This is an optimization exercise on Yosys and OpenROAD, whose aim is small area, a short achievable clock period and few clock cycles, not a production implementation.
The RTL was checked by simulation tests, not by an equivalence proof against the original design.
Power and IR drop assume default switching activity.

File: flow/run.sh
#!/bin/bash
# synth_recipe.tcl (not shown) runs the flow's synth.tcl, then flattens the netlist and writes it again
# the make line also repeats each setting of config.mk as NAME=value (left out here)
make -C /OpenROAD-flow-scripts/flow DESIGN_CONFIG=/design/flow/config.mk WORK_HOME=/design/flow/orfs CLKGATE_MAP_FILE= SYNTH_SCRIPT=/design/flow/synth_recipe.tcl finish
File: flow/design.v
`default_nettype none
package ptw_pkg;
	localparam int unsigned PHYS_ADDR_BITS_DEF = 52;
	localparam logic [1:0] OP_LOOKUP = 2'd0;
	localparam logic [1:0] OP_SET    = 2'd1;
	localparam logic [1:0] OP_READ   = 2'd2;
	localparam logic [1:0] OP_SWAP   = 2'd3;
	localparam logic [1:0] KIND_READ  = 2'd0;
	localparam logic [1:0] KIND_CAS   = 2'd1;
	localparam logic [1:0] KIND_INVAL = 2'd2;
	localparam logic [1:0] KIND_DONE  = 2'd3;
	localparam logic [3:0] ST_XLATED    = 4'd0;
	localparam logic [3:0] ST_LEAF_2M   = 4'd1;
	localparam logic [3:0] ST_LEAF_1G   = 4'd2;
	localparam logic [3:0] ST_NOT_PRES  = 4'd3;
	localparam logic [3:0] ST_RANGE     = 4'd4;
	localparam logic [3:0] ST_BAD_BASE  = 4'd5;
	localparam logic [3:0] ST_SET       = 4'd6;
	localparam logic [3:0] ST_SWAP_FAIL = 4'd7;
	localparam logic [3:0] ST_BUSY      = 4'd8;
	localparam logic [1:0] PSZ_4K = 2'd0;
	localparam logic [1:0] PSZ_2M = 2'd1;
	localparam logic [1:0] PSZ_1G = 2'd2;
	localparam logic [1:0] CFG_TABLE_BASE = 2'd0;
	localparam logic [1:0] CFG_USER_START = 2'd1;
	localparam logic [1:0] CFG_USER_END   = 2'd2;
	localparam logic [63:0] ENTRY_CLEAR = 64'h8000_0000_0000_0007;
	localparam logic [63:0] ENTRY_PS    = 64'h0000_0000_0000_0080;
	localparam logic [63:0] PAGE_4K_OFS = 64'h0000_0000_0000_0FFF;
	localparam logic [63:0] PAGE_2M_OFS = 64'h0000_0000_001F_FFFF;
	localparam logic [8:0]  IDX_MASK    = 9'h1FF;
	typedef struct packed {
		logic [1:0]  op;
		logic [63:0] vaddr;
		logic [63:0] flags;
		logic [63:0] mdata;
	} item_t;
	typedef struct packed {
		logic [1:0]  kind;
		logic [63:0] target_addr;
		logic [63:0] write_data;
		logic [63:0] expected_data;
		logic [3:0]  status;
		logic [1:0]  fault_level;
		logic [1:0]  page_size;
		logic [51:0] paddr;
		logic [63:0] leaf_entry;
		logic        last;
	} result_t;
	typedef struct packed {
		logic [1:0] count;
		result_t    r0;
		result_t    r1;
	} core_res_t;
	typedef struct packed {
		logic [51:0] table_base;
		logic [63:0] user_start;
		logic [63:0] user_end;
	} cfg_t;
	function automatic logic [63:0] entry_addr(input logic [63:0] tbl,
			input logic [63:0] va, input logic [1:0] lvl, input logic [63:0] mask);
		logic [8:0] idx;
		case (lvl)
			2'd0: idx = va[47:39];
			2'd1: idx = va[38:30];
			2'd2: idx = va[29:21];
			default: idx = va[20:12];
		endcase
		entry_addr = (tbl & mask) | {52'd0, idx & IDX_MASK, 3'd0};
	endfunction
	function automatic result_t mk_res(input logic [1:0] kind,
			input logic [63:0] target, input logic [63:0] wdata,
			input logic [63:0] expd, input logic [3:0] status,
			input logic [1:0] lvl, input logic [1:0] psize,
			input logic [51:0] phys, input logic [63:0] leaf, input logic last);
		mk_res = {kind, target, wdata, expd, status, lvl, psize, phys, leaf, last};
	endfunction
endpackage
`default_nettype wire
`default_nettype none
module page_table_walker_with_permission_update_top #(
	parameter int unsigned PHYS_ADDR_BITS = ptw_pkg::PHYS_ADDR_BITS_DEF
) (
	input  wire logic         clk,
	input  wire logic         arst_n,
	input  wire logic         s_axis_tvalid,
	output logic              s_axis_tready,
	input  wire logic [191:0] s_axis_tdata,
	input  wire logic [1:0]   s_axis_tuser,
	output logic              m_axis_tvalid,
	input  wire logic         m_axis_tready,
	output logic [319:0]      m_axis_tdata,
	output logic [1:0]        m_axis_tuser,
	output logic              m_axis_tlast,
	input  wire logic         cfg_valid,
	output logic              cfg_ready,
	input  wire logic [1:0]   cfg_index,
	input  wire logic [63:0]  cfg_data
);
	logic [51:12] base_q;
	logic [63:0]  ustart_q, uend_q;
	assign cfg_ready = 1'b1;
	always_ff @(posedge clk or negedge arst_n) begin
		if (!arst_n) begin
			base_q   <= '0;
			ustart_q <= '0;
			uend_q   <= '0;
		end else if (cfg_valid) begin
			case (cfg_index)
				ptw_pkg::CFG_TABLE_BASE: base_q   <= cfg_data[51:12];
				ptw_pkg::CFG_USER_START: ustart_q <= cfg_data;
				ptw_pkg::CFG_USER_END:   uend_q   <= cfg_data;
				default: ;
			endcase
		end
	end
	logic         rd_q, sw_q;
	logic [1:0]   lvl_q;
	logic         set_q, large_q;
	logic [63:0]  va_q, fl_q, ent_q;
	logic [51:12] tbl_q;
	logic         ov_q, pend_q;
	logic [1:0]   kind_q, rfl_q, psz_q;
	logic [3:0]   st_q;
	logic         last_q;
	logic         s_tbl_q, s_base_q, s_page_q, s_cas_q, s_leaf_q, s_pa_q;
	logic [1:0]   op;
	logic [63:0]  va, md;
	logic         idle, accept;
	assign op     = s_axis_tuser;
	assign va     = s_axis_tdata[63:0];
	assign md     = s_axis_tdata[191:128];
	assign idle   = !rd_q && !sw_q;
	assign s_axis_tready = (!ov_q || m_axis_tready) && !pend_q;
	assign accept        = s_axis_tvalid && s_axis_tready;
	logic         n_ov, n_pend, n_last;
	logic [1:0]   n_kind, n_fl, n_psz;
	logic [3:0]   n_st;
	logic         n_tbl, n_base, n_page, n_cas, n_leaf, n_pa;
	logic         n_rd, n_sw, n_set, n_large;
	logic [1:0]   n_lvl;
	logic         ld_tbl;
	logic         leaf_lvl;
	logic         out_range;
	assign leaf_lvl  = (lvl_q == 2'd3) || (lvl_q == 2'd2 && md[7]);
	assign out_range = (va < ustart_q) || (va >= uend_q);
	always_comb begin
		n_ov    = 1'b1;
		n_pend  = 1'b0;
		n_last  = 1'b1;
		n_kind  = ptw_pkg::KIND_DONE;
		n_st    = ptw_pkg::ST_XLATED;
		n_fl    = 2'd0;
		n_psz   = ptw_pkg::PSZ_4K;
		n_tbl   = 1'b0;
		n_base  = 1'b0;
		n_page  = 1'b0;
		n_cas   = 1'b0;
		n_leaf  = 1'b0;
		n_pa    = 1'b0;
		n_rd    = rd_q;
		n_sw    = sw_q;
		n_lvl   = lvl_q;
		n_set   = set_q;
		n_large = large_q;
		ld_tbl  = 1'b0;
		case (op)
			ptw_pkg::OP_LOOKUP, ptw_pkg::OP_SET: begin
				if (!idle) begin
					n_st = ptw_pkg::ST_BUSY;
				end else if (op[0] && out_range) begin
					n_st = ptw_pkg::ST_RANGE;
				end else if (op[0] && base_q == '0) begin
					n_st = ptw_pkg::ST_BAD_BASE;
				end else begin
					n_kind = ptw_pkg::KIND_READ;
					n_base = 1'b1;
					n_rd   = 1'b1;
					n_lvl  = 2'd0;
					n_set  = op[0];
				end
			end
			ptw_pkg::OP_READ: begin
				if (!rd_q) begin
					n_ov = 1'b0;
				end else if (!md[0]) begin
					n_rd   = 1'b0;
					n_st   = ptw_pkg::ST_NOT_PRES;
					n_fl   = lvl_q;
					n_leaf = 1'b1;
				end else if (lvl_q == 2'd1 && md[7]) begin
					n_rd   = 1'b0;
					n_st   = ptw_pkg::ST_LEAF_1G;
					n_fl   = 2'd1;
					n_psz  = ptw_pkg::PSZ_1G;
					n_leaf = 1'b1;
				end else if (leaf_lvl) begin
					n_rd   = 1'b0;
					n_leaf = 1'b1;
					n_fl   = lvl_q;
					n_psz  = lvl_q[0] ? ptw_pkg::PSZ_4K : ptw_pkg::PSZ_2M;
					if (set_q) begin
						n_kind  = ptw_pkg::KIND_CAS;
						n_tbl   = 1'b1;
						n_cas   = 1'b1;
						n_sw    = 1'b1;
						n_large = !lvl_q[0];
					end else if (lvl_q[0]) begin
						n_pa = 1'b1;
					end else begin
						n_st = ptw_pkg::ST_LEAF_2M;
					end
				end else begin
					n_kind = ptw_pkg::KIND_READ;
					n_tbl  = 1'b1;
					n_lvl  = lvl_q + 2'd1;
					ld_tbl = 1'b1;
				end
			end
			default: begin
				if (!sw_q) begin
					n_ov = 1'b0;
				end else begin
					n_sw  = 1'b0;
					n_psz = large_q ? ptw_pkg::PSZ_2M : ptw_pkg::PSZ_4K;
					if (md == ent_q) begin
						n_kind = ptw_pkg::KIND_INVAL;
						n_page = 1'b1;
						n_last = 1'b0;
						n_pend = 1'b1;
					end else begin
						n_st   = ptw_pkg::ST_SWAP_FAIL;
						n_fl   = large_q ? 2'd2 : 2'd3;
						n_leaf = 1'b1;
					end
				end
			end
		endcase
	end
	always_ff @(posedge clk or negedge arst_n) begin
		if (!arst_n) begin
			rd_q <= 1'b0;
			sw_q <= 1'b0;
		end else if (accept) begin
			rd_q <= n_rd;
			sw_q <= n_sw;
		end
	end
	always_ff @(posedge clk) begin
		if (accept) begin
			lvl_q   <= n_lvl;
			set_q   <= n_set;
			large_q <= n_large;
			if (idle) begin
				va_q <= va;
				fl_q <= s_axis_tdata[127:64];
			end
			if (!sw_q) ent_q <= md;
			if (ld_tbl) tbl_q <= md[51:12];
		end
	end
	always_ff @(posedge clk or negedge arst_n) begin
		if (!arst_n) begin
			ov_q   <= 1'b0;
			pend_q <= 1'b0;
		end else if (accept) begin
			ov_q   <= n_ov;
			pend_q <= n_pend;
		end else if (m_axis_tready) begin
			ov_q   <= pend_q;
			pend_q <= 1'b0;
		end
	end
	always_ff @(posedge clk) begin
		if (accept) begin
			kind_q   <= n_kind;
			st_q     <= n_st;
			rfl_q    <= n_fl;
			psz_q    <= n_psz;
			last_q   <= n_last;
			s_tbl_q  <= n_tbl;
			s_base_q <= n_base;
			s_page_q <= n_page;
			s_cas_q  <= n_cas;
			s_leaf_q <= n_leaf;
			s_pa_q   <= n_pa;
		end else if (pend_q && m_axis_tready) begin
			kind_q   <= ptw_pkg::KIND_DONE;
			st_q     <= ptw_pkg::ST_SET;
			rfl_q    <= large_q ? 2'd2 : 2'd3;
			last_q   <= 1'b1;
			s_page_q <= 1'b0;
			s_leaf_q <= 1'b1;
		end
	end
	logic [8:0]  idx;
	logic [63:0] target, wdata, expd, leaf;
	logic [51:0] paddr;
	always_comb begin
		case (lvl_q)
			2'd0:    idx = va_q[47:39];
			2'd1:    idx = va_q[38:30];
			2'd2:    idx = va_q[29:21];
			default: idx = va_q[20:12];
		endcase
	end
	always_comb begin
		target = '0;
		if (s_base_q) target[51:12] = target[51:12] | base_q;
		if (s_tbl_q)  target[51:12] = target[51:12] | tbl_q;
		if (s_base_q || s_tbl_q) target[11:3] = idx;
		if (s_page_q) begin
			target[63:21] = target[63:21] | va_q[63:21];
			target[20:12] = target[20:12] | (large_q ? 9'd0 : va_q[20:12]);
		end
	end
	assign wdata = s_cas_q ? ((ent_q & ~ptw_pkg::ENTRY_CLEAR) | fl_q | (large_q ? ptw_pkg::ENTRY_PS : 64'd0)) : 64'd0;
	assign expd  = s_cas_q ? ent_q : 64'd0;
	assign leaf  = s_leaf_q ? ent_q : 64'd0;
	assign paddr = s_pa_q ? {ent_q[51:12], va_q[11:0]} : 52'd0;
	assign m_axis_tvalid = ov_q;
	assign m_axis_tuser  = kind_q;
	assign m_axis_tlast  = last_q;
	assign m_axis_tdata  = {4'd0, leaf, paddr, psz_q, rfl_q, st_q, expd, wdata, target};
endmodule
`default_nettype wire
File: flow/config.mk
export PLATFORM = sky130hd
export DESIGN_NAME = page_table_walker_with_permission_update_top
export DESIGN_NICKNAME = page_table_walker_with_permission_update_top
export VERILOG_FILES = /design/flow/design.v
export SDC_FILE = /design/flow/constraint.sdc
export NUM_CORES = 4
export LEC_CHECK = 0
export CAP_MARGIN = 20
export CORE_MARGIN = 2
export CORE_UTILIZATION = 40
export SLEW_MARGIN = 20
File: flow/constraint.sdc
create_clock -name core_clock -period 6.5 [get_ports {clk}]
set_input_delay 1.3000 -clock core_clock [delete_from_list [all_inputs] [get_ports {clk}]]
set_output_delay 1.3000 -clock core_clock [all_outputs]
set_load 0.01 [all_outputs]
==> results of run 1 <==
## worst max-delay path, delay by kind of cell (launching register included)
| kind | cells | cell delay (ns) |
|---|---|---|
| AND/OR/NAND/NOR | 2 | 0.14 |
| AO/OA/AOI/OAI | 2 | 0.87 |
| flip-flops | 1 | 0.50 |
| adder cells (fa/ha/maj) | 1 | 0.37 |
| buffers and inverters | 2 | 0.65 |
## per-layer routing
| layer | wire (µm) | up-vias | part of all wire |
|---|---|---|---|
| li1 | - | 7263 | - |
| met1 | 31800 | 7852 | 0.42 |
| met2 | 33600 | 709 | 0.45 |
| met3 | 7570 | 116 | 0.10 |
| met4 | 1700 | 22 | 0.023 |
| met5 | 121 | - | 0.0016 |
## kinds of logic (layout without fill, tap and decap cells)
logic type,count (synthesis),after routing,synth area share
AOI/OAI and AO/OA,248,248,0.0847
and+or+nand+nor,405,405,0.111
xor gates and xnor gates,64,64,0.0265
buffers and inverters,254,865,0.0468
DFF,425,425,0.563
adders and majority gates,132,132,0.0782
other,2,15,0.000355
muxes,168,168,0.0895
## per-stage QoR
stage,hold WS [ns],utilization
2_1_floorplan,0.471,-
3_3_place_gp,0.481,0.528
3_5_place_dp,0.490,0.528
4_1_cts,0.504,0.556
5_1_grt,0.513,0.557
6_report,0.503,0.557
## sequential cells by signal, indices dropped and copies added, names as in the netlist, 2 cells and up
register / cells
base_q: 40
fl_q: 64
rfl_q: 2
psz_q: 2
ustart_q: 64
va_q: 64
tbl_q: 40
uend_q: 64
lvl_q: 2
ent_q: 64
kind_q: 2
st_q: 4
## worst max-delay path by stage
stage	slack (ns)	startpoint	end	cells after the start
floorplan	1.03	m_axis_tready	fl_q[0]	5
global placement	1.92	s_axis_tdata[153]	st_q[1]	7
detailed placement	1.88	s_axis_tdata[153]	rfl_q[0]	8
CTS	2.17	lvl_q[0]	m_axis_tdata[6]	7
global route	1.91	lvl_q[0]	m_axis_tdata[10]	7
finish	2.09	lvl_q[0]	m_axis_tdata[10]	7
## layout make-up
cell class | count | area share
Clock inverter | 23 | 0.00531
Clock buffer | 67 | 0.0460
Tap cell | 688 | 0.0295
Sequential cell | 425 | 0.407
Timing Repair Buffer | 600 | 0.204
Multi-Input combinational cell | 1025 | 0.284
Antenna cell | 7 | 0.000600
Inverter | 175 | 0.0225
## power groups by stage
stage                     combinational (mW)  clock, mW  sequential (mW)
after floorplan                         1.01          0             3.50
after global placement                  1.87          0             3.61
after detailed placement                1.90          0             3.62
after CTS                               1.92       2.67             3.57
after global routing                    2.09       2.78             3.62
final                                   1.91       2.62             3.58
## cell usage in the layout, fill, tap and decap left out, types with 13 or more instances in the layout
cell type	Yosys	layout
buf_4	9	17
clkdlybuf4s50_1	0	581
edfxtp_1	253	253
xor2_1	64	64
a222oi_1	49	49
nor2_1	44	43
nand3_1	15	15
mux2_2	168	168
inv_1	175	175
nand4_1	26	26
nand2_1	44	44
and2_1	199	199
dfrtp_1	172	172
clkbuf_1	66	13
ha_1	132	132
nor4_1	29	28
o21a_1	63	63
a21oi_1	66	66
nor3_1	16	14
o21ai_0	27	27
clkbuf_16	0	49
==> out/qor.txt, run 1 <==
Wire per inst: 24.8 µm
Layout cells sized above 1: 0.119
Register bit total from synthesis: 425
Critical-path top delay cell: a222oi_1
DRC violations left: 0
Critical Path Fanout Max: 11
Detail-routed via count per cell: 5.30
Min-delay src: uend_q[54]
CP Launch Type: flip-flop
Final Max Tran Viols: 0
Netlist Area Pre-Place: 21,100 µm²
Max VDD drop: 176 µV
Initial DRC Count: 1,676
Starting Density: 0.403
Reg2reg setup slack: 3.25 ns
Period utilization: 0.678
Clock root buffer: clkbuf_16
Setup TNS: 0 ns
Post-DRT Antenna Nets: 0
First-pass GRT wire length: 104,000 µm
Initial antenna violation count: 16
Cell Int Power: 5.73 mW
Most instantiated library cell after synthesis: edfxtp_1
Most area-hungry cell type in the Yosys netlist: edfxtp_1
Gr ovfl total: 0
Worst flop-to-flop path startpoint: uend_q[35]
Leakage power: 11.7 nW
Critical Path, Cell by Cell: inv_1, ha_1, a222oi_1, nor2_1, a21oi_1, nor2_1, clkdlybuf4s50_1
Maxcap violations: 0
Die ar.: 54,700 µm²
Final instance area: 29,200 µm²
R2r worst-path depth: 10
Number of synthesized flops with an enable pin: 253
Synth top area cells: edfxtp_1, dfrtp_1, mux2_2
Net Sw Frac: 0.293
Row cnt: 84
Worst Tran Pin Value: 0.992 ns
Post-synth top area share: 0.360
Die span in x: 234 µm
CP Data Required Time: 5.20 ns
M2 GR Usage: 0.402
Fmax: 227 MHz
Post-route insts no fill: 3,010
FF/Latch Area: 11,900 µm²
Skew-Pair Late Insertion Delay: 0.59 ns
Hpwl dp: 57,900 µm
Final Hold Fails: 0
Clock-pin transition on the worst setup and hold timing paths: 0.06 ns
Synth warn: 1
Placed Instances: 2,913
TritonCTS buffer count: 48
CTS H-Tree Depth: 2
Outcome: no timing/DRC/antenna violations
Sink Count: 425
GPL Wtd Cong: 0.949
Seq/Total Area, Yosys: 0.563
Most used cell, CP: nor2_1
Final setup violation count: 0
Die height: 234 µm
Fill count: 4,457
Crit-path max cell delay: 0.70 ns
Area grow syn2layout: 38.3%
Cts repair resizes: 0
Sequential share of power: 0.441
Most Crowded Layer GR: met2
Synth unique cells: 61
Power Dens Cells: 278 nW/µm²
Post-route minimum period: 4.41 ns
Hold WC Path Type: flip-flop to flip-flop
Async set or reset register ratio after synthesis: 0.405
Vias in the first global route: 15,500
Hold_buf cts: 0
Core Region: 52,400 µm²
Post-CTS Setup Bufs: 0
RSZ-0062 raised after global routing: no
CTS tree: built
Nets: 2,672
GRT Overall Usage: 0.264
Max_slew headroom: 0.339
Hold endpoint: uend_q[54]
Layout Skew: 0.0156 ns
Post-Place Cell Area: 27,700 µm²
Synth Instances: 1,698
Worst reg2reg path endpoint: lvl_q[1]
Multi-input gate area: 8310 µm²
Final worst setup slack: 2.09 ns
Largest net degree at the start of global routing: 75
DR pass1 iterations: 9
CP endpoint kind: output pin
Clock power frac: 0.323
Hold Path Stages: 1
Top Ports: 591
Power Total: 8.11 mW
Main flop type after synthesis: edfxtp_1
Gate power share: 0.236
Dpl ws: 1.88 ns
Via count: 16,000
Clock Path Buffers: 3
M3 GR Usage: 0.0845
Met1 Use GR: 0.365
PortBufs: 582
Setup Crit Path Kind: flip-flop to output pin
Avg Inst Size Synth: 12.4 µm²
Sw power: 2.37 mW
Most instantiated cells after synthesis: edfxtp_1, and2_1, inv_1, dfrtp_1, mux2_2
CP arrival: 3.11 ns
Routed WL: 74,800 µm
Testbench counts, summed over its fixed seeds: cycles 25,183.
==> run 2: changes to the inputs <==
--- a/flow/design.v
+++ b/flow/design.v
@@ -101,2 +101,3 @@
 	logic [63:0]  ustart_q, uend_q;
+	logic         wbase_q, wstart_q, wend_q;
 	assign cfg_ready = 1'b1;
@@ -104,7 +105,17 @@
 		if (!arst_n) begin
-			base_q   <= '0;
-			ustart_q <= '0;
-			uend_q   <= '0;
+			wbase_q  <= 1'b0;
+			wstart_q <= 1'b0;
+			wend_q   <= 1'b0;
 		end else if (cfg_valid) begin
 			case (cfg_index)
+				ptw_pkg::CFG_TABLE_BASE: wbase_q  <= 1'b1;
+				ptw_pkg::CFG_USER_START: wstart_q <= 1'b1;
+				ptw_pkg::CFG_USER_END:   wend_q   <= 1'b1;
+				default: ;
+			endcase
+		end
+	end
+	always_ff @(posedge clk) begin
+		if (cfg_valid) begin
+			case (cfg_index)
 				ptw_pkg::CFG_TABLE_BASE: base_q   <= cfg_data[51:12];
@@ -145,3 +156,3 @@
 	assign leaf_lvl  = (lvl_q == 2'd3) || (lvl_q == 2'd2 && md[7]);
-	assign out_range = (va < ustart_q) || (va >= uend_q);
+	assign out_range = (wstart_q && va < ustart_q) || !wend_q || (va >= uend_q);
 	always_comb begin
@@ -172,3 +183,3 @@
 					n_st = ptw_pkg::ST_RANGE;
-				end else if (op[0] && base_q == '0) begin
+				end else if (op[0] && (!wbase_q || base_q == '0)) begin
 					n_st = ptw_pkg::ST_BAD_BASE;
@@ -249,2 +260,5 @@
 	always_ff @(posedge clk) begin
+		if (idle) fl_q <= s_axis_tdata[127:64];
+	end
+	always_ff @(posedge clk) begin
 		if (accept) begin
@@ -253,6 +267,3 @@
 			large_q <= n_large;
-			if (idle) begin
-				va_q <= va;
-				fl_q <= s_axis_tdata[127:64];
-			end
+			if (idle) va_q <= va;
 			if (!sw_q) ent_q <= md;
@@ -308,3 +319,3 @@
 		target = '0;
-		if (s_base_q) target[51:12] = target[51:12] | base_q;
+		if (s_base_q && wbase_q) target[51:12] = target[51:12] | base_q;
 		if (s_tbl_q)  target[51:12] = target[51:12] | tbl_q;
==> run 2 against run 1 <==
Register-to-register slack better by 0.24 ns. Non-clock buffer count decreased by 4. First-iteration DRC count decreased by 30%. Cell area is 3.8% lower. Clock skew fell by 0.0065 ns. Via count fell by 8.6%. Wire length fell by 4.8%.
==> out/qor.txt, run 2 <==
Outcome: no timing/DRC/antenna violations
Critical Path, Cell by Cell: inv_1, ha_1, a222oi_1, nor2_1, a21oi_1, nor2_1, clkdlybuf4s50_1
Most instantiated library cell after synthesis: edfxtp_1
Most instantiated cells after synthesis: edfxtp_1, and2_1, inv_1, ha_1, xor2_1
GRT Overall Usage: 0.267
Fill count: 4,254
Die height: 228 µm
Synth Instances: 1,524
Wire per inst: 25.2 µm
Clock root buffer: clkbuf_16
Power Total: 7.52 mW
Avg Inst Size Synth: 13.2 µm²
Area grow syn2layout: 39.6%
Initial DRC Count: 1,170
PortBufs: 582
Clock Path Buffers: 3
Commonest non-fill, non-tap cell in the layout: clkdlybuf4s50_1
Cell Int Power: 5.50 mW
Layout cells sized above 1: 0.0424
GPL Wtd Cong: 0.883
Setup crit end: m_axis_tdata[8]
Largest net degree at the start of global routing: 97
Final Hold Fails: 0
Most frequent cells in the layout: clkdlybuf4s50_1, edfxtp_1, and2_1, inv_1, ha_1
R2r worst-path depth: 10
Maxcap violations: 0
CP Launch Type: flip-flop
Cts repair resizes: 0
Row cnt: 82
First-pass GRT wire length: 100,000 µm
Net Sw Frac: 0.269
Top Ports: 591
Die ar.: 52,100 µm²
CP endpoint kind: output pin
Post-DRT Antenna Nets: 0
Fmax: 235 MHz
Async set or reset register ratio after synthesis: 0.0164
Synth unique cells: 56
Hpwl dp: 56,300 µm
CTS tree: built
Post-route minimum period: 4.25 ns
DR pass1 iterations: 8
Setup TNS: 0 ns
Final core utilization: 0.564
Detail-routed via count per cell: 5.15
Synth top area cells: edfxtp_1, ha_1, and2_1
CTS H-Tree Depth: 2
Max VDD drop: 177 µV
Final Max Tran Viols: 0
Worst Tran Pin Value: 1.00 ns
Core Region: 49,900 µm²
Routed WL: 71,200 µm
Critical path launch point: lvl_q[0]
Worst flop-to-flop path startpoint: uend_q[27]
Post-CTS Setup Bufs: 0
RSZ-0062 raised after global routing: no
Nets: 2,510
DRC violations left: 0
Critical Path Stages: 7
Clock power frac: 0.327
CP arrival: 2.95 ns
TritonCTS buffer count: 46
Register bit total from synthesis: 428
Most area-hungry cell type in the Yosys netlist: edfxtp_1
Sw power: 2.02 mW
Vias in the first global route: 14,600
Sink Count: 428
Sequential share of power: 0.481
Hold_ws: 0.493 ns
Critical path buffer and inverter count: 2
Gr ovfl total: 0
Critical Path Fanout Max: 11
Seq/Total Area, Yosys: 0.637
Multi-input gate area: 6420 µm²
Period utilization: 0.654
Post-synth top area share: 0.628
Leakage power: 10.7 nW
Max_slew headroom: 0.331
Die span in x: 228 µm
Crit-path max cell delay: 0.69 ns
Gate power share: 0.192
CP Data Required Time: 5.20 ns
Starting Density: 0.404
Hold_buf cts: 0
Most used cell, CP: nor2_1
Reg2reg setup slack: 3.49 ns
Clock-pin transition on the worst setup and hold timing paths: 0.06 ns
CP top delay family: buffers and inverters
Setup Crit Path Kind: flip-flop to output pin
Initial antenna violation count: 19
Main flop type after synthesis: edfxtp_1
Netlist Area Pre-Place: 20,100 µm²
Final setup violation count: 0
Via count: 14,600
FF/Latch Area: 12,800 µm²
Critical-path top delay cell: clkdlybuf4s50_1
Number of synthesized flops with an enable pin: 421
Skew-Pair Late Insertion Delay: 0.58 ns
Synth warn: 1
Worst reg2reg path endpoint: set_q
Layout Skew: 0.00917 ns
Power Dens Cells: 268 nW/µm²
Hold WC Path Type: flip-flop to flip-flop
==> run 2: cell families (layout without fill, tap and decap cells) <==
family / Yosys count / after routing / share of synthesized area
flops: 428 / 428 / 0.637
simple gates: 405 / 405 / 0.115
compound gates: 255 / 255 / 0.0908
buf+inv: 238 / 855 / 0.0473
fa+ha+maj: 132 / 132 / 0.0821
xor+xnor: 64 / 64 / 0.0279
other cells: 2 / 20 / 0.000373
==> run 2: how the worst min path moves through the flow <==
stage	depth (start not counted)	slack (ns)	endpoint	start
floorplan	1	0.44	wstart_q	wstart_q
global placement	1	0.46	wstart_q	wstart_q
detailed placement	1	0.46	wstart_q	wstart_q
CTS	1	0.49	wend_q	wend_q
global route	1	0.51	wend_q	wend_q
finish	1	0.49	wend_q	wend_q
==> run 2: metal layers <==
metal	part of all wire	GRT usage	vias to the layer above
met3	0.078	0.0731	105
met2	0.50	0.461	593
met1	0.38	0.317	7125
met4	0.033	0.108	8
li1	-	-	6757
met5	0.00067	0	-
==> run 2: area by class of cell <==
type,count,share of cell area
flip-flops and latches,428,0.456
multi-input cells,864,0.228
repair buffers,596,0.212
clock buffers,63,0.0451
well taps,672,0.0299
inverters,177,0.0236
clock inverters,19,0.00405
diodes,12,0.00107
==> run 2: power groups by stage <==
stage	clock, mW	sequential [mW]	combinational (mW)
final	2.46	3.61	1.44
after global routing	2.62	3.64	1.56
after CTS	2.52	3.62	1.46
after detailed placement	0	3.68	1.45
after global placement	0	3.67	1.44
after floorplan	0	3.59	0.651
==> run 2: metrics by stage <==
stage	std cells	instance area (µm²)	worst slack (ns)
finish	2831	28100	2.25
global route	2830	28100	2.13
CTS	2818	28100	2.13
detailed placement	2736	26700	2.03
global placement	2736	26700	2.07
floorplan	1530	20200	1.40
Testbench counts of run 2, summed over its fixed seeds: cycles 25,183.
==> run 3: changes to the inputs <==
--- a/flow/design.v
+++ b/flow/design.v
@@ -131,3 +131,3 @@
 	logic [63:0]  va_q, fl_q, ent_q;
-	logic [51:12] tbl_q;
+	logic [51:3]  tbl_q;
 	logic         ov_q, pend_q;
@@ -136,3 +136,3 @@
 	logic         last_q;
-	logic         s_tbl_q, s_base_q, s_page_q, s_cas_q, s_leaf_q, s_pa_q;
+	logic         s_tbl_q, s_page_q, s_pglo_q, s_cas_q, s_leaf_q, s_pa_q;
 	logic [1:0]   op;
@@ -149,3 +149,3 @@
 	logic [3:0]   n_st;
-	logic         n_tbl, n_base, n_page, n_cas, n_leaf, n_pa;
+	logic         n_tbl, n_page, n_cas, n_leaf, n_pa;
 	logic         n_rd, n_sw, n_set, n_large;
@@ -155,2 +155,10 @@
 	logic         out_range;
+	logic [8:0]   nidx;
+	always_comb begin
+		case (lvl_q)
+			2'd0:    nidx = va_q[38:30];
+			2'd1:    nidx = va_q[29:21];
+			default: nidx = va_q[20:12];
+		endcase
+	end
 	assign leaf_lvl  = (lvl_q == 2'd3) || (lvl_q == 2'd2 && md[7]);
@@ -166,3 +174,2 @@
 		n_tbl   = 1'b0;
-		n_base  = 1'b0;
 		n_page  = 1'b0;
@@ -187,3 +194,4 @@
 					n_kind = ptw_pkg::KIND_READ;
-					n_base = 1'b1;
+					n_tbl  = 1'b1;
+					ld_tbl = 1'b1;
 					n_rd   = 1'b1;
@@ -269,3 +277,3 @@
 			if (!sw_q) ent_q <= md;
-			if (ld_tbl) tbl_q <= md[51:12];
+			if (ld_tbl) tbl_q <= idle ? {wbase_q ? base_q : 40'd0, va[47:39]} : {md[51:12], nidx};
 		end
@@ -292,4 +300,4 @@
 			s_tbl_q  <= n_tbl;
-			s_base_q <= n_base;
 			s_page_q <= n_page;
+			s_pglo_q <= n_page && !large_q;
 			s_cas_q  <= n_cas;
@@ -303,2 +311,3 @@
 			s_page_q <= 1'b0;
+			s_pglo_q <= 1'b0;
 			s_leaf_q <= 1'b1;
@@ -306,3 +315,2 @@
 	end
-	logic [8:0]  idx;
 	logic [63:0] target, wdata, expd, leaf;
@@ -310,18 +318,6 @@
 	always_comb begin
-		case (lvl_q)
-			2'd0:    idx = va_q[47:39];
-			2'd1:    idx = va_q[38:30];
-			2'd2:    idx = va_q[29:21];
-			default: idx = va_q[20:12];
-		endcase
-	end
-	always_comb begin
 		target = '0;
-		if (s_base_q && wbase_q) target[51:12] = target[51:12] | base_q;
-		if (s_tbl_q)  target[51:12] = target[51:12] | tbl_q;
-		if (s_base_q || s_tbl_q) target[11:3] = idx;
-		if (s_page_q) begin
-			target[63:21] = target[63:21] | va_q[63:21];
-			target[20:12] = target[20:12] | (large_q ? 9'd0 : va_q[20:12]);
-		end
+		if (s_tbl_q) target[51:3] = tbl_q;
+		if (s_page_q) target[63:21] = target[63:21] | va_q[63:21];
+		if (s_pglo_q) target[20:12] = target[20:12] | va_q[20:12];
 	end
==> run 3 against run 2 <==
Sequential power rose by 3%. Critical endpoint is now tbl_q[24]. Still clean. Worst hold slack got worse by 0.026 ns. Area after synthesis rose by 2.8%.
==> out/qor.txt, run 3 <==
Maxcap violations: 0
GRT Overall Usage: 0.266
Clock-pin transition on the worst setup and hold timing paths: 0.06 ns
Most area-hungry cell type in the Yosys netlist: edfxtp_1
Routed WL: 72,800 µm
CP Data Required Time: 6.72 ns
Period utilization: 0.764
Register bit total from synthesis: 437
Post-route insts no fill: 2,924
Critical Path Fanout Max: 49
Power Total: 7.99 mW
Outcome: no timing/DRC/antenna violations
Placed Instances: 2,827
First-pass GRT wire length: 103,000 µm
Hold_buf cts: 0
CP arrival: 5.19 ns
Most instantiated library cell after synthesis: edfxtp_1
Post-synth top area share: 0.624
R2r worst-path depth: 11
Layout Skew: 0.0135 ns
Row cnt: 83
Most instantiated cells after synthesis: edfxtp_1, and2_1, inv_1, nand2_1, ha_1
Cts repair resizes: 0
Initial DRC Count: 1,064
Hold WC Path Type: flip-flop to flip-flop
Nets: 2,594
Avg Inst Size Synth: 12.8 µm²
PortBufs: 582
DR pass1 iterations: 5
Setup Crit Path Kind: input pin to flip-flop
Wire per inst: 24.9 µm
Post-route minimum period: 4.97 ns
Core Region: 51,200 µm²
Fill count: 4,370
Power Dens Cells: 278 nW/µm²
CP Launch Type: input pin
DRC violations left: 0
Synth top area cells: edfxtp_1, ha_1, and2_1
Dpl ws: 0.967 ns
Post-Place Cell Area: 27,300 µm²
Die height: 231 µm
Synth warn: 1
Post-CTS Setup Bufs: 0
Fmax: 201 MHz
Seq/Total Area, Yosys: 0.633
Netlist Area Pre-Place: 20,700 µm²
Via count: 15,100
Sink Count: 437
CP endpoint kind: flip-flop
Post-DRT Antenna Nets: 0
Critical-path top delay cell: or4_4
Layout cells sized above 1: 0.0452
Crit-path max cell delay: 0.60 ns
Die ar.: 53,600 µm²
Setup TNS: 0 ns
Gr ovfl total: 0
Detail-routed via count per cell: 5.16
Async set or reset register ratio after synthesis: 0.0160
Leakage power: 11.0 nW
RSZ-0062 raised after global routing: no
Area grow syn2layout: 39.1%
Hpwl dp: 57,400 µm
Final instance area: 28,800 µm²
Initial antenna violation count: 14
Max VDD drop: 210 µV
Main flop type after synthesis: edfxtp_1
Final Hold Fails: 0
Final setup violation count: 0
Commonest non-fill, non-tap cell in the layout: clkdlybuf4s50_1
Clock Path Buffers: 3
Hold Path Stages: 1
Starting Density: 0.404
Die span in x: 231 µm
Vias in the first global route: 15,000
Worst Tran Pin Value: 1.00 ns
TritonCTS buffer count: 48
Skew-Pair Late Insertion Delay: 0.60 ns
Top Ports: 591
Synth unique cells: 56
Max_slew headroom: 0.330
Synth Instances: 1,611
Final worst setup slack: 1.53 ns
Clock root buffer: clkbuf_16
CTS tree: built
Number of synthesized flops with an enable pin: 430
Critical Path, Cell by Cell: clkdlybuf4s50_1, ha_1, nand4_1, or4_4, or4_4, nor2_4, o41ai_1, o2111ai_2, nand4_1, a21oi_4, buf_4
Largest net degree at the start of global routing: 65
Most frequent cells in the layout: clkdlybuf4s50_1, edfxtp_1, and2_1, inv_1, nand2_1
CTS H-Tree Depth: 2
Final Max Tran Viols: 0
GPL Wtd Cong: 0.904
run 3: cell type report:
cell class	instances	area, µm²	share of cell area
Clock inverter	24	199	0.00691
Inverter	137	517	0.0180
Antenna cell	11	27.5	0.000956
Sequential cell	437	13100	0.455
Tap cell	680	851	0.0296
Multi-Input combinational cell	975	6860	0.238
Timing Repair Buffer	598	5970	0.207
Clock buffer	62	1270	0.0443
run 3: layer usage:
layer,routed length (µm),track usage,vias up
met4,2130,0.0889,0
met1,28000,0.319,7381
met2,37500,0.472,585
li1,-,-,7012
met5,0,0,-
met3,5070,0.0602,110
run 3: worst paths after layout:
check / slack [ns] / start / to
worst min-delay path: 0.47 / wend_q / wend_q
worst max-delay path: 1.53 / s_axis_tdata[58] / tbl_q[24]
max in group asynchronous: 5.06 / arst_n / pend_q
worst min register to register: 0.47 / wend_q / wend_q
worst max register to register: 2.38 / ustart_q[58] / tbl_q[24]
min in group asynchronous: 1.07 / arst_n / wstart_q
run 3: cells by family after synthesis:
family / share of synthesized area
simple gates: 0.139
flops: 0.633
compound gates: 0.0827
buf+inv: 0.0386
fa+ha+maj: 0.0798
xor+xnor: 0.0271
other cells: 0.000363
run 3: critical path, delay by kind of cell:
kind | cells | cell delay [ns]
AOI/OAI and AO/OA | 3 | 0.50
adders and majority gates | 1 | 0.36
buffers and inverters | 2 | 1.04
and+or+nand+nor | 5 | 1.94
run 3: metrics by stage:
stage	hold slack, ns	util
2_1_floorplan	0.431	-
3_3_place_gp	0.444	0.532
3_5_place_dp	0.446	0.533
4_1_cts	0.469	0.562
5_1_grt	0.496	0.562
6_report	0.467	0.562
run 3: where the power goes:
group / internal [mW] / total, mW / switching (mW) / leakage [nW]
sequential: 3.55 / 3.72 / 0.166 / 4.09
combinational: 0.719 / 1.65 / 0.928 / 6.15
clock: 1.50 / 2.63 / 1.13 / 0.721
total: 5.77 / 7.99 / 2.22 / 11.0
Testbench counts of run 3, summed over its fixed seeds: cycles 25,183.
==> run 4: changes to the inputs <==
==> flow/flow/run.sh (new file) <==
#!/bin/bash
# The standard layout (the standard.sh: standard synthesis, floorplan, power grid, placement,
# CTS, routing), with each port buffered by the smallest plain buffer (buf_1) instead of the
# buffer_ports default pick (a delay buffer, clkdlybuf4s50_1).
set -euo pipefail
export BUFFER_PORTS_ARGS="-buffer_cell sky130_fd_sc_hd__buf_1"
bash standard.sh finish > standard_flow.log 2>&1
==> flow/standard.sh (new file) <==
#!/bin/bash
# synth_recipe.tcl (not shown) runs the flow's synth.tcl, then flattens the netlist and writes it again
# the make line also repeats each setting of config.mk as NAME=value (left out here)
make -C /OpenROAD-flow-scripts/flow DESIGN_CONFIG=/design/flow/config.mk WORK_HOME=/design/flow/orfs CLKGATE_MAP_FILE= SYNTH_SCRIPT=/design/flow/synth_recipe.tcl "${@:-finish}"
removed: flow/run.sh
==> run 4 against run 3 <==
Still clean. Clock skew rose by 0.014 ns. Wire length fell by 2.3%. Clock power rose by 6%. Die area did not move. Non-clock buffer count did not move. Total power fell by 2.1%. Via count rose by 0.98%. Maximum frequency rose by 11%. Setup slack improved by 0.51 ns. Synthesized cell count did not move. Critical path depth did not move. Sequential power barely moved. Critical path type unchanged. Critical endpoint unchanged.
==> out/qor.txt, run 4 <==
DR pass1 iterations: 5
Critical path buffer and inverter count: 2
Synth Area in Compound Gates: 0.0827
Sink Count: 437
Most area-hungry cell type in the Yosys netlist: edfxtp_1
Post-DRT Antenna Nets: 0
Synth Instances: 1,611
Most instantiated library cell after synthesis: edfxtp_1
Core Region: 51,200 µm²
Critical Path, Cell by Cell: buf_1, ha_1, nand4_1, or4_4, or4_4, nor2_4, a31oi_1, o2111ai_2, nand4_1, a21oi_4, buf_4
Hold_ws: 0.472 ns
Main flop type after synthesis: edfxtp_1
Adder-Cell Fraction of Synth Area: 0.0798
Critical path launch point: s_axis_tdata[58]
Routed WL: 71,100 µm
CP endpoint kind: flip-flop
Hold endpoint: wstart_q
Synth top area cells: edfxtp_1, ha_1, and2_1
Max VDD drop: 217 µV
Layout Skew: 0.0274 ns
Min-delay src: wstart_q
Layout cells sized above 1: 0.0496
Cts repair resizes: 0
Mux contribution to synthesized area: 0
Die span in x: 231 µm
Initial antenna violation count: 20
Gr ovfl total: 0
Setup Crit Path Kind: input pin to flip-flop
Final Max Tran Viols: 0
Setup TNS: 0 ns
Synth warn: 1
Via count: 15,200
GRT Overall Usage: 0.257
Final Hold Fails: 0
RSZ-0062 raised after global routing: no
Fmax: 224 MHz
CP top delay family: simple AND/OR/NAND/NOR gates
First-pass GRT wire length: 98,500 µm
Outcome: no timing/DRC/antenna violations
CP Data Required Time: 6.72 ns
Row cnt: 83
Synth Area in Simple Gates: 0.139
Commonest non-fill, non-tap cell in the layout: buf_1
Clock root buffer: clkbuf_16
Final setup violation count: 0
CP arrival: 4.68 ns
Die height: 231 µm
Most frequent cells in the layout: buf_1, edfxtp_1, and2_1, inv_1, nand2_1
Leakage power: 9.51 nW
Worst flop-to-flop path startpoint: ustart_q[57]
Fill count: 4,661
Top Ports: 591
Reg2reg setup slack: 2.52 ns
Hpwl dp: 55,800 µm
Wire per inst: 24.2 µm
PortBufs: 582
Worst Tran Pin Value: 0.978 ns
Clock Path Buffers: 3
Post-CTS Setup Bufs: 0
Avg Inst Size Synth: 12.8 µm²
Number of synthesized flops with an enable pin: 430
Largest family of logic cells by synthesized area: simple AND/OR/NAND/NOR gates
CTS H-Tree Depth: 2
Hold Path Stages: 1
DRC violations left: 0
Register bit total from synthesis: 437
Initial DRC Count: 1,150
Max_slew headroom: 0.348
Multi-input gate area: 6860 µm²
Post-route minimum period: 4.46 ns
Hold_buf cts: 0
Detail-routed via count per cell: 5.20
CP Launch Type: input pin
Seq/Total Area, Yosys: 0.633
Largest net degree at the start of global routing: 89
Worst reg2reg path endpoint: tbl_q[24]
Hold WC Path Type: flip-flop to flip-flop
Critical Path Fanout Max: 49
Skew-Pair Late Insertion Delay: 0.60 ns
Maxcap violations: 0
Power Dens Cells: 310 nW/µm²
TritonCTS buffer count: 50
Synth Area in XOR/XNOR: 0.0271
Post-synth top area share: 0.624
Vias in the first global route: 14,500
CTS tree: built
Nets: 2,596
Area grow syn2layout: 22.1%
Critical-path top delay cell: or4_4
Netlist Area Pre-Place: 20,700 µm²
Crit-path max cell delay: 0.59 ns
Synth unique cells: 56
R2r worst-path depth: 11
Async set or reset register ratio after synthesis: 0.0160
GPL Wtd Cong: 0.880
Most instantiated cells after synthesis: edfxtp_1, and2_1, inv_1, nand2_1, ha_1
Starting Density: 0.404
FF/Latch Area: 13,100 µm²
Die ar.: 53,600 µm²
Period utilization: 0.686
Clock-pin transition on the worst setup and hold timing paths: 0.06 ns
Final core utilization: 0.494
-- run 4: report_power, final --
group	switching (mW)	internal (mW)	leakage [nW]
Clock	1.16	1.62	0.785
Combinational	0.922	0.403	4.63
Sequential	0.165	3.55	4.09
Total	2.25	5.57	9.51
-- run 4: worst max path at each step --
| stage | slack (ns) | endpoint | cells past startpoint |
|---|---|---|---|
| 2_1_floorplan | 0.27 | tbl_q[10] | 9 |
| 3_3_place_gp | 1.52 | tbl_q[17] | 11 |
| 3_5_place_dp | 1.45 | tbl_q[24] | 11 |
| 4_1_cts | 2.08 | tbl_q[20] | 11 |
| 5_1_grt | 1.82 | tbl_q[17] | 12 |
| 6_report | 2.04 | tbl_q[24] | 11 |
-- run 4: cells by family after synthesis --
logic type	after synthesis
DFF	437
xor gates and xnor gates	64
buffers and inverters	205
other	2
and+or+nand+nor	528
adders and majority gates	132
AOI/OAI and AO/OA	243
-- run 4: routing by layer --
| layer | up-vias | GRT usage | wire length [µm] |
|---|---|---|---|
| li1 | 7012 | - | - |
| met1 | 7468 | 0.306 | 27400 |
| met3 | 126 | 0.0587 | 5210 |
| met4 | 0 | 0.108 | 2760 |
| met5 | - | 0 | 0 |
| met2 | 630 | 0.448 | 35700 |
-- run 4: cell type report --
type | instances | share of cell area
Sequential cell | 437 | 0.518
Multi-Input combinational cell | 975 | 0.272
Timing Repair Buffer | 598 | 0.0912
Clock buffer | 60 | 0.0526
Tap cell | 680 | 0.0337
Inverter | 137 | 0.0205
Clock inverter | 30 | 0.0111
Antenna cell | 14 | 0.00139
-- run 4: metrics by stage --
step           worst slack (ns)  cells  instance area, µm²  total power, mW
6_report                   2.04   2931               25300             7.82
5_1_grt                    1.82   2930               25300             8.16
4_1_cts                    2.08   2917               25200             7.90
3_5_place_dp               1.45   2827               23600             5.12
3_3_place_gp               1.52   2827               23600             5.09
2_1_floorplan             0.274   1617               20700             4.50
-- run 4: worst register-to-register path, cell delays in order (launching register included) --
cell	delay (ns)
edfxtp_1	0.33
inv_1	0.05
ha_1	0.28
nand4_1	0.20
or4_4	0.59
or4_4	0.58
nor2_4	0.12
a31oi_1	0.10
o2111ai_2	0.15
nand4_1	0.38
a21oi_4	0.22
buf_4	0.57
==> run 5: changes to the inputs <==
--- a/flow/design.v
+++ b/flow/design.v
@@ -164,3 +164,17 @@
 	assign leaf_lvl  = (lvl_q == 2'd3) || (lvl_q == 2'd2 && md[7]);
-	assign out_range = (wstart_q && va < ustart_q) || !wend_q || (va >= uend_q);
+	function automatic logic ult64(input logic [63:0] a, input logic [63:0] b);
+		logic [63:0] lt, eq;
+		lt = ~a & b;
+		eq = ~(a ^ b);
+		for (int k = 0; k < 6; k++) begin
+			for (int i = 0; i < 64; i++) begin
+				if (i % (2 << k) == 0) begin
+					lt[i] = lt[i + (1 << k)] | (eq[i + (1 << k)] & lt[i]);
+					eq[i] = eq[i + (1 << k)] & eq[i];
+				end
+			end
+		end
+		ult64 = lt[0];
+	endfunction
+	assign out_range = (wstart_q && ult64(va, ustart_q)) || !wend_q || !ult64(va, uend_q);
 	always_comb begin
@@ -195,3 +209,2 @@
 					n_tbl  = 1'b1;
-					ld_tbl = 1'b1;
 					n_rd   = 1'b1;
@@ -277,3 +290,3 @@
 			if (!sw_q) ent_q <= md;
-			if (ld_tbl) tbl_q <= idle ? {wbase_q ? base_q : 40'd0, va[47:39]} : {md[51:12], nidx};
+			if (idle || ld_tbl) tbl_q <= idle ? {wbase_q ? base_q : 40'd0, va[47:39]} : {md[51:12], nidx};
 		end
--- a/flow/config.mk
+++ b/flow/config.mk
@@ -10,2 +10,4 @@
 export CORE_UTILIZATION = 40
+export CTS_BUF_LIST = sky130_fd_sc_hd__clkbuf_4 sky130_fd_sc_hd__clkbuf_8
+export SETUP_SLACK_MARGIN = 3.4
 export SLEW_MARGIN = 20
==> run 5 against run 4 <==
Still clean on timing, DRC and antenna. Cell area increased by 6.3%. Clock skew down 0.0077 ns. Flip-flop and latch count unchanged. Clock power decreased by 9.4%. Combinational power fell by 11%. Synthesized cell count fell by 3.9%. Critical path depth unchanged. Cell count rose by 1.3%. Setup slack gained 1.2 ns. Area after synthesis decreased by 1.2%. Maximum frequency grew 38%. Sequential power fell by 5.4%.
==> out/qor.txt, run 5 <==
Outcome: no timing/DRC/antenna violations
Sw power: 2.06 mW
Setup Crit Path Kind: input pin to flip-flop
Net Sw Frac: 0.285
Met1 Use GR: 0.335
Synth Instances: 1,548
R2r worst-path depth: 8
Crit-path max cell delay: 0.50 ns
Skew-Pair Late Insertion Delay: 0.64 ns
Largest net degree at the start of global routing: 76
Routed WL: 79,200 µm
Critical path launch point: s_axis_tdata[24]
Register bit total from synthesis: 437
Final Max Tran Viols: 0
Reg2reg setup slack: 3.57 ns
Post-route insts no fill: 2,968
Async set or reset register ratio after synthesis: 0.0160
Setup crit end: kind_q[0]
Hold_ws: 0.472 ns
Fmax: 309 MHz
Seq/Total Area, Yosys: 0.640
PortBufs: 582
Die span in x: 230 µm
CTS tree: built
Netlist Area Pre-Place: 20,400 µm²
Layout cells sized above 1: 0.183
Top Ports: 591
Wire per inst: 26.7 µm
Most Crowded Layer GR: met2
Layout Skew: 0.0196 ns
Sink Count: 437
CP arrival: 3.59 ns
Row cnt: 82
Via count: 15,900
Maxcap violations: 0
Synth warn: 1
Placed Instances: 2,756
Most used cell, CP: a211oi_4
Clock root buffer: clkbuf_8
CP endpoint kind: flip-flop
Period utilization: 0.497
Final core utilization: 0.534
Max VDD drop: 167 µV
Power Dens Cells: 269 nW/µm²
Die ar.: 52,900 µm²
Post-DRT Antenna Nets: 0
Main flop type after synthesis: edfxtp_1
CP Launch Type: input pin
GPL Wtd Cong: 0.995
Most frequent cells in the layout: buf_1, edfxtp_1, and2_1, nand2_1, ha_1
Gr ovfl total: 0
Core Region: 50,300 µm²
Hold WC Path Type: flip-flop to flip-flop
Most area-hungry cell type in the Yosys netlist: edfxtp_1
Final setup violation count: 0
Max_slew headroom: 0.351
Synth top area cells: edfxtp_1, ha_1, and2_1
Gate power share: 0.165
Avg Inst Size Synth: 13.2 µm²
Power Total: 7.23 mW
Critical-path top delay cell: o41a_1
Number of synthesized flops with an enable pin: 430
Commonest non-fill, non-tap cell in the layout: buf_1
Die height: 230 µm
M3 GR Usage: 0.0521
CTS H-Tree Depth: 3
Hpwl dp: 57,700 µm
Clock-pin transition on the worst setup and hold timing paths: 0.06 ns
Dpl ws: 2.11 ns
Starting Density: 0.406
Critical Path, Cell by Cell: clkbuf_2, inv_1, ha_1, nand4_1, nor4_4, a221oi_2, a211oi_4, o41a_1, buf_4, a211oi_4, o221ai_1
Worst reg2reg path endpoint: tbl_q[30]
Nets: 2,613
Final instance area: 26,800 µm²
Leakage power: 9.91 nW
Post-synth top area share: 0.632
DR pass1 iterations: 5
Cell Int Power: 5.17 mW
Detail-routed via count per cell: 5.35
DRC violations left: 0
Post-Place Cell Area: 23,600 µm²
Final worst setup slack: 3.27 ns
Most instantiated cells after synthesis: edfxtp_1, and2_1, nand2_1, ha_1, inv_1
Worst Tran Pin Value: 0.973 ns
CP Data Required Time: 6.86 ns
Clock Path Buffers: 3
Most instantiated library cell after synthesis: edfxtp_1
TritonCTS buffer count: 77
Post-route minimum period: 3.23 ns
Critical Path Fanout Max: 3
Setup TNS: 0 ns
First-pass GRT wire length: 104,000 µm
Vias in the first global route: 15,200
Clock power frac: 0.348
Initial DRC Count: 1,190
Sequential share of power: 0.487
Initial antenna violation count: 26
Synth unique cells: 55
Final Hold Fails: 0
RSZ-0062 raised after global routing: yes
Area grow syn2layout: 31.4%
Worst flop-to-flop path startpoint: lvl_q[0]
Hold_buf cts: 0
Fill count: 4,482
M2 GR Usage: 0.471
GRT Overall Usage: 0.274
## run 5: changes by cell type after synthesis, sizes merged, moves of 7 or more
cell    before  now
inv        136   74
a22oi       10    2
a21o        13    6
a21oi       49   62
a22o        40   49
a31oi       16    3
a211oi       3   17
## run 5: final cells by class
cell class,instances,area [µm²],area share
sequential,437,13100,0.487
multi-input combinational,977,7680,0.286
timing repair buffer,651,3380,0.126
clock buffer,106,1320,0.0490
tap,672,841,0.0313
inverter,74,319,0.0119
clock inverter,34,188,0.00699
antenna,17,42.5,0.00158
## run 5: logic make-up after synthesis
family,synth area share
adder cells (fa/ha/maj),0.0796
multiplexers,0.000490
other,0.000368
AO/OA/AOI/OAI,0.0890
XOR/XNOR,0.0274
flip-flops,0.640
AND/OR/NAND/NOR,0.135
buffers and inverters,0.0274
## run 5: worst min path at each step
| stage | startpoint | to | slack, ns | cells past startpoint |
|---|---|---|---|---|
| after floorplan | wstart_q | wstart_q | 0.43 | 1 |
| after global placement | wstart_q | wstart_q | 0.44 | 1 |
| after detailed placement | wstart_q | wstart_q | 0.45 | 1 |
| after CTS | wstart_q | wstart_q | 0.46 | 1 |
| after global routing | wstart_q | wstart_q | 0.49 | 1 |
| final | wstart_q | wstart_q | 0.47 | 1 |
## run 5: layer usage
metal / vias up / part of all wire
li1: 7079 / -
met1: 7816 / 0.38
met2: 791 / 0.51
met3: 175 / 0.067
met4: 10 / 0.045
met5: - / 0.00087
## run 5: what timing repair did
item                                    in CTS  in global routing
pin swaps                                   36                 38
setup buffers                               16                 17
cloned                                       2                 19
gates resized for setup                    126                143
endpoints found under the setup margin     321                181
## run 5: power by group through the flow
stage	clock (mW)	combinational, mW	sequential (mW)
floorplan	0	0.592	3.50
global placement	0	1.01	3.56
detailed placement	0	1.03	3.57
CTS	2.58	1.09	3.51
global route	2.71	1.28	3.53
finish	2.52	1.19	3.52
## run 5: critical path: cells and delay by family
kind | cells | cell delay, ns
AO/OA/AOI/OAI | 5 | 1.39
buffers and inverters | 3 | 0.34
AND/OR/NAND/NOR | 2 | 0.28
adder cells (fa/ha/maj) | 1 | 0.27
Testbench counts of run 5, summed over its fixed seeds: cycles 25,183.
==> run 6: changes to the inputs <==
--- a/flow/design.v
+++ b/flow/design.v
@@ -150,3 +150,3 @@
 	logic         n_tbl, n_page, n_cas, n_leaf, n_pa;
-	logic         n_rd, n_sw, n_set, n_large;
+	logic         n_rd, n_sw, n_large;
 	logic [1:0]   n_lvl;
@@ -165,5 +165,5 @@
 	function automatic logic ult64(input logic [63:0] a, input logic [63:0] b);
-		logic [63:0] lt, eq;
+		logic [63:0] lt, le;
 		lt = ~a & b;
-		eq = ~(a ^ b);
+		le = ~a | b;
 		for (int k = 0; k < 6; k++) begin
@@ -171,4 +171,4 @@
 				if (i % (2 << k) == 0) begin
-					lt[i] = lt[i + (1 << k)] | (eq[i + (1 << k)] & lt[i]);
-					eq[i] = eq[i + (1 << k)] & eq[i];
+					lt[i] = lt[i + (1 << k)] | (le[i + (1 << k)] & lt[i]);
+					le[i] = lt[i + (1 << k)] | (le[i + (1 << k)] & le[i]);
 				end
@@ -195,3 +195,2 @@
 		n_lvl   = lvl_q;
-		n_set   = set_q;
 		n_large = large_q;
@@ -210,4 +209,2 @@
 					n_rd   = 1'b1;
-					n_lvl  = 2'd0;
-					n_set  = op[0];
 				end
@@ -285,4 +282,8 @@
 		if (accept) begin
-			lvl_q   <= n_lvl;
-			set_q   <= n_set;
+			if (idle) begin
+				lvl_q <= 2'd0;
+				set_q <= op[0];
+			end else begin
+				lvl_q <= n_lvl;
+			end
 			large_q <= n_large;
--- a/flow/config.mk
+++ b/flow/config.mk
@@ -9,3 +9,3 @@
 export CORE_MARGIN = 2
-export CORE_UTILIZATION = 40
+export CORE_UTILIZATION = 60
 export CTS_BUF_LIST = sky130_fd_sc_hd__clkbuf_4 sky130_fd_sc_hd__clkbuf_8
==> run 6 against run 5 <==
Still clean. Via count rose by 0.48%. Setup slack got worse by 0.014 ns. Sequential share of layout area grew 3.5 points. Die area down 33%. Global-route usage grew 11 points. Worst hold slack improved by 0.064 ns. Maximum frequency fell by 0.44%. Sequential power up 11%. Combinational power increased by 37%. Synthesized cell count is 3.3% higher. Non-clock buffer count is 35 lower. Total power increased by 8.2%. Largest cell class unchanged.
==> out/qor.txt, run 6 <==
DR pass1 iterations: 5
Synth top area cells: edfxtp_1, and2_1, maj3_1
Final Max Tran Viols: 0
Area grow syn2layout: 23.3%
Setup TNS: 0 ns
Core Region: 33,400 µm²
GRT Overall Usage: 0.382
Most frequent cells in the layout: buf_1, edfxtp_1, and2_1, nand2_1, clkbuf_8
Row cnt: 67
Die span in x: 188 µm
Main flop type after synthesis: edfxtp_1
Layout cells sized above 1: 0.124
Most instantiated library cell after synthesis: edfxtp_1
Hpwl dp: 51,700 µm
PortBufs: 582
Final core utilization: 0.749
CP Launch Type: input pin
Routed WL: 68,800 µm
CP endpoint kind: flip-flop
Gr ovfl total: 0
Die ar.: 35,400 µm²
Clock Path Buffers: 3
Number of synthesized flops with an enable pin: 430
RSZ-0062 raised after global routing: yes
Most instantiated cells after synthesis: edfxtp_1, and2_1, nand2_1, inv_1, xnor2_1
Nets: 2,496
Clock-pin transition on the worst setup and hold timing paths: 0.06 ns
Fill count: 2,379
Critical-path top delay cell: maj3_1
Sink Count: 437
Wire per inst: 25.0 µm
DRC violations left: 0
Most area-hungry cell type in the Yosys netlist: edfxtp_1
Register bit total from synthesis: 437
Setup Crit Path Kind: input pin to flip-flop
Synth unique cells: 67
Avg Inst Size Synth: 12.7 µm²
CP arrival: 3.59 ns
Worst Tran Pin Value: 0.989 ns
Seq/Total Area, Yosys: 0.644
Vias in the first global route: 15,200
Leakage power: 8.81 nW
Period utilization: 0.500
Crit-path max cell delay: 0.40 ns
Post-synth top area share: 0.635
Skew-Pair Late Insertion Delay: 0.59 ns
Via count: 15,900
Initial antenna violation count: 21
Max VDD drop: 211 µV
Final Hold Fails: 0
CTS H-Tree Depth: 3
Post-DRT Antenna Nets: 0
Detail-routed via count per cell: 5.80
Synth Instances: 1,599
Layout Skew: 0.0246 ns
Critical Path Fanout Max: 4
Maxcap violations: 0
Netlist Area Pre-Place: 20,300 µm²
Initial DRC Count: 1,428
GPL Wtd Cong: 1.01
TritonCTS buffer count: 71
Die height: 188 µm
First-pass GRT wire length: 96,900 µm
Commonest non-fill, non-tap cell in the layout: buf_1
Reg2reg setup slack: 3.54 ns
Power Dens Cells: 312 nW/µm²
Critical Path, Cell by Cell: buf_1, inv_1, maj3_1, a211oi_2, a2111oi_0, a211o_1, a21o_1, o21ai_2, nand2_2, and4_1, or2_1
Hold_buf cts: 0
Fmax: 308 MHz
CP Data Required Time: 6.84 ns
Post-route minimum period: 3.25 ns
Largest net degree at the start of global routing: 67
CTS tree: built
Final setup violation count: 0
Max_slew headroom: 0.340
Top Ports: 591
Starting Density: 0.608
Outcome: no timing/DRC/antenna violations
Hold WC Path Type: flip-flop to flip-flop
Clock root buffer: clkbuf_8
Async set or reset register ratio after synthesis: 0.0160
Synth warn: 1
## run 6: worst max-delay path: cells and delay by family
kind	cells	cell delay [ns]
buf+inv	2	0.26
fa+ha+maj	1	0.40
simple gates	3	0.60
compound gates	5	1.03
## run 6: path summary, 6_finish.rpt
| path | from | cells after the start | to |
|---|---|---|---|
| max | s_axis_tdata[59] | 11 | s_tbl_q |
| max reg2reg | ustart_q[12] | 11 | kind_q[1] |
| min in group asynchronous | arst_n | 1 | wbase_q |
| max in group asynchronous | arst_n | 1 | wend_q |
| min | wend_q | 1 | wend_q |
| min reg2reg | wend_q | 1 | wend_q |
## run 6: metal layers
metal | track usage | wire length [µm] | vias up
met5 | 0 | 0 | -
met2 | 0.596 | 32100 | 963
met1 | 0.489 | 25600 | 7702
met3 | 0.108 | 7450 | 178
met4 | 0.202 | 3630 | 0
li1 | - | - | 7104
## run 6: layout make-up
type                            instances  area (µm²)  area share
Antenna cell                           21        52.6     0.00210
Clock buffer                           94        1180      0.0471
Clock inverter                         31         160     0.00639
Inverter                               80         303      0.0121
Multi-Input combinational cell       1021        6970       0.278
Sequential cell                       437       13100       0.522
Tap cell                              448         561      0.0224
Timing Repair Buffer                  616        2750       0.110
## run 6: power breakdown
| part | total (mW) | switching, mW | internal, mW | leakage (nW) |
|---|---|---|---|---|
| combinational | 1.63 | 1.08 | 0.549 | 3.98 |
| sequential | 3.89 | 0.242 | 3.65 | 4.11 |
| clock | 2.30 | 1.08 | 1.22 | 0.715 |
## run 6: kinds of logic (layout without fill, tap and decap cells)
| kind of cell | Yosys count | count (layout) | share of synthesized area |
|---|---|---|---|
| AOI/OAI and AO/OA | 282 | 283 | 0.100 |
| xor gates and xnor gates | 64 | 64 | 0.0276 |
| adders and majority gates | 84 | 84 | 0.0430 |
| buffers and inverters | 148 | 821 | 0.0288 |
| DFF | 437 | 437 | 0.644 |
| other | 2 | 29 | 0.000369 |
| and+or+nand+nor | 582 | 582 | 0.156 |
## run 6: repair_timing
item / 4_1_cts / 5_1_grt
resized for setup: 66 / 74
buffers inserted: 12 / 2
endpoints found under the setup margin: 262 / 91
cloned: 4 / 2
pin swaps: 25 / 10
## run 6: stage by stage
| step | power [mW] | instances | hold WS [ns] | cell area (µm²) | setup WS (ns) |
|---|---|---|---|---|---|
| 4_1_cts | 7.76 | 2723 | 0.539 | 24800 | 3.31 |
| 3_3_place_gp | 5.41 | 2582 | 0.524 | 23000 | 2.60 |
| 5_1_grt | 8.10 | 2741 | 0.563 | 25000 | 3.16 |
| 3_5_place_dp | 5.45 | 2582 | 0.525 | 23000 | 2.56 |
| 6_report | 7.82 | 2748 | 0.536 | 25100 | 3.25 |
| 2_1_floorplan | 4.79 | 1605 | 0.477 | 20500 | 1.81 |
Testbench counts of run 6, summed over its fixed seeds: cycles 25,183.

## what the ideal ports hide
The results above use ideal ports. As a check the final layouts listed here were re-extracted and re-timed, cells and wires unchanged.
Step 1 (the two cells are an assumption about what drives the block):
set clk [get_ports {clk}]
set_driving_cell -lib_cell sky130_fd_sc_hd__clkbuf_16 $clk
set_driving_cell -lib_cell sky130_fd_sc_hd__buf_2 [delete_from_list [all_inputs] $clk]
Step 2 times the ports against the registers' clock, not the clock port: input delays grow and output delays shrink by t, the midpoint of the rising clock arrivals with the driver on.
Slacks: ideal / step 1 / step 2; pairs: ideal / step 1.
run	shift t [ns]	setup WS [ns]	hold WS [ns]
run 1	0.649	2.093 / 2.027 / 1.776	0.503 / 0.503 / 0.503
run 2	0.629	2.252 / 2.197 / 2.026	0.493 / 0.493 / 0.493
run 3	0.649	1.533 / 1.572 / 0.924	0.467 / 0.467 / 0.467
run 4	0.642	2.042 / 2.080 / 1.438	0.472 / 0.472 / 0.472
run 5	0.689	3.267 / 3.259 / 2.570	0.472 / 0.472 / 0.472
run 6	0.628	3.252 / 3.250 / 2.622	0.536 / 0.536 / 0.536
After both steps every run listed still meets setup and hold. The setup slack of run 5, which loses most, moves by -0.008 ns with the drivers and by -0.697 ns with both steps.
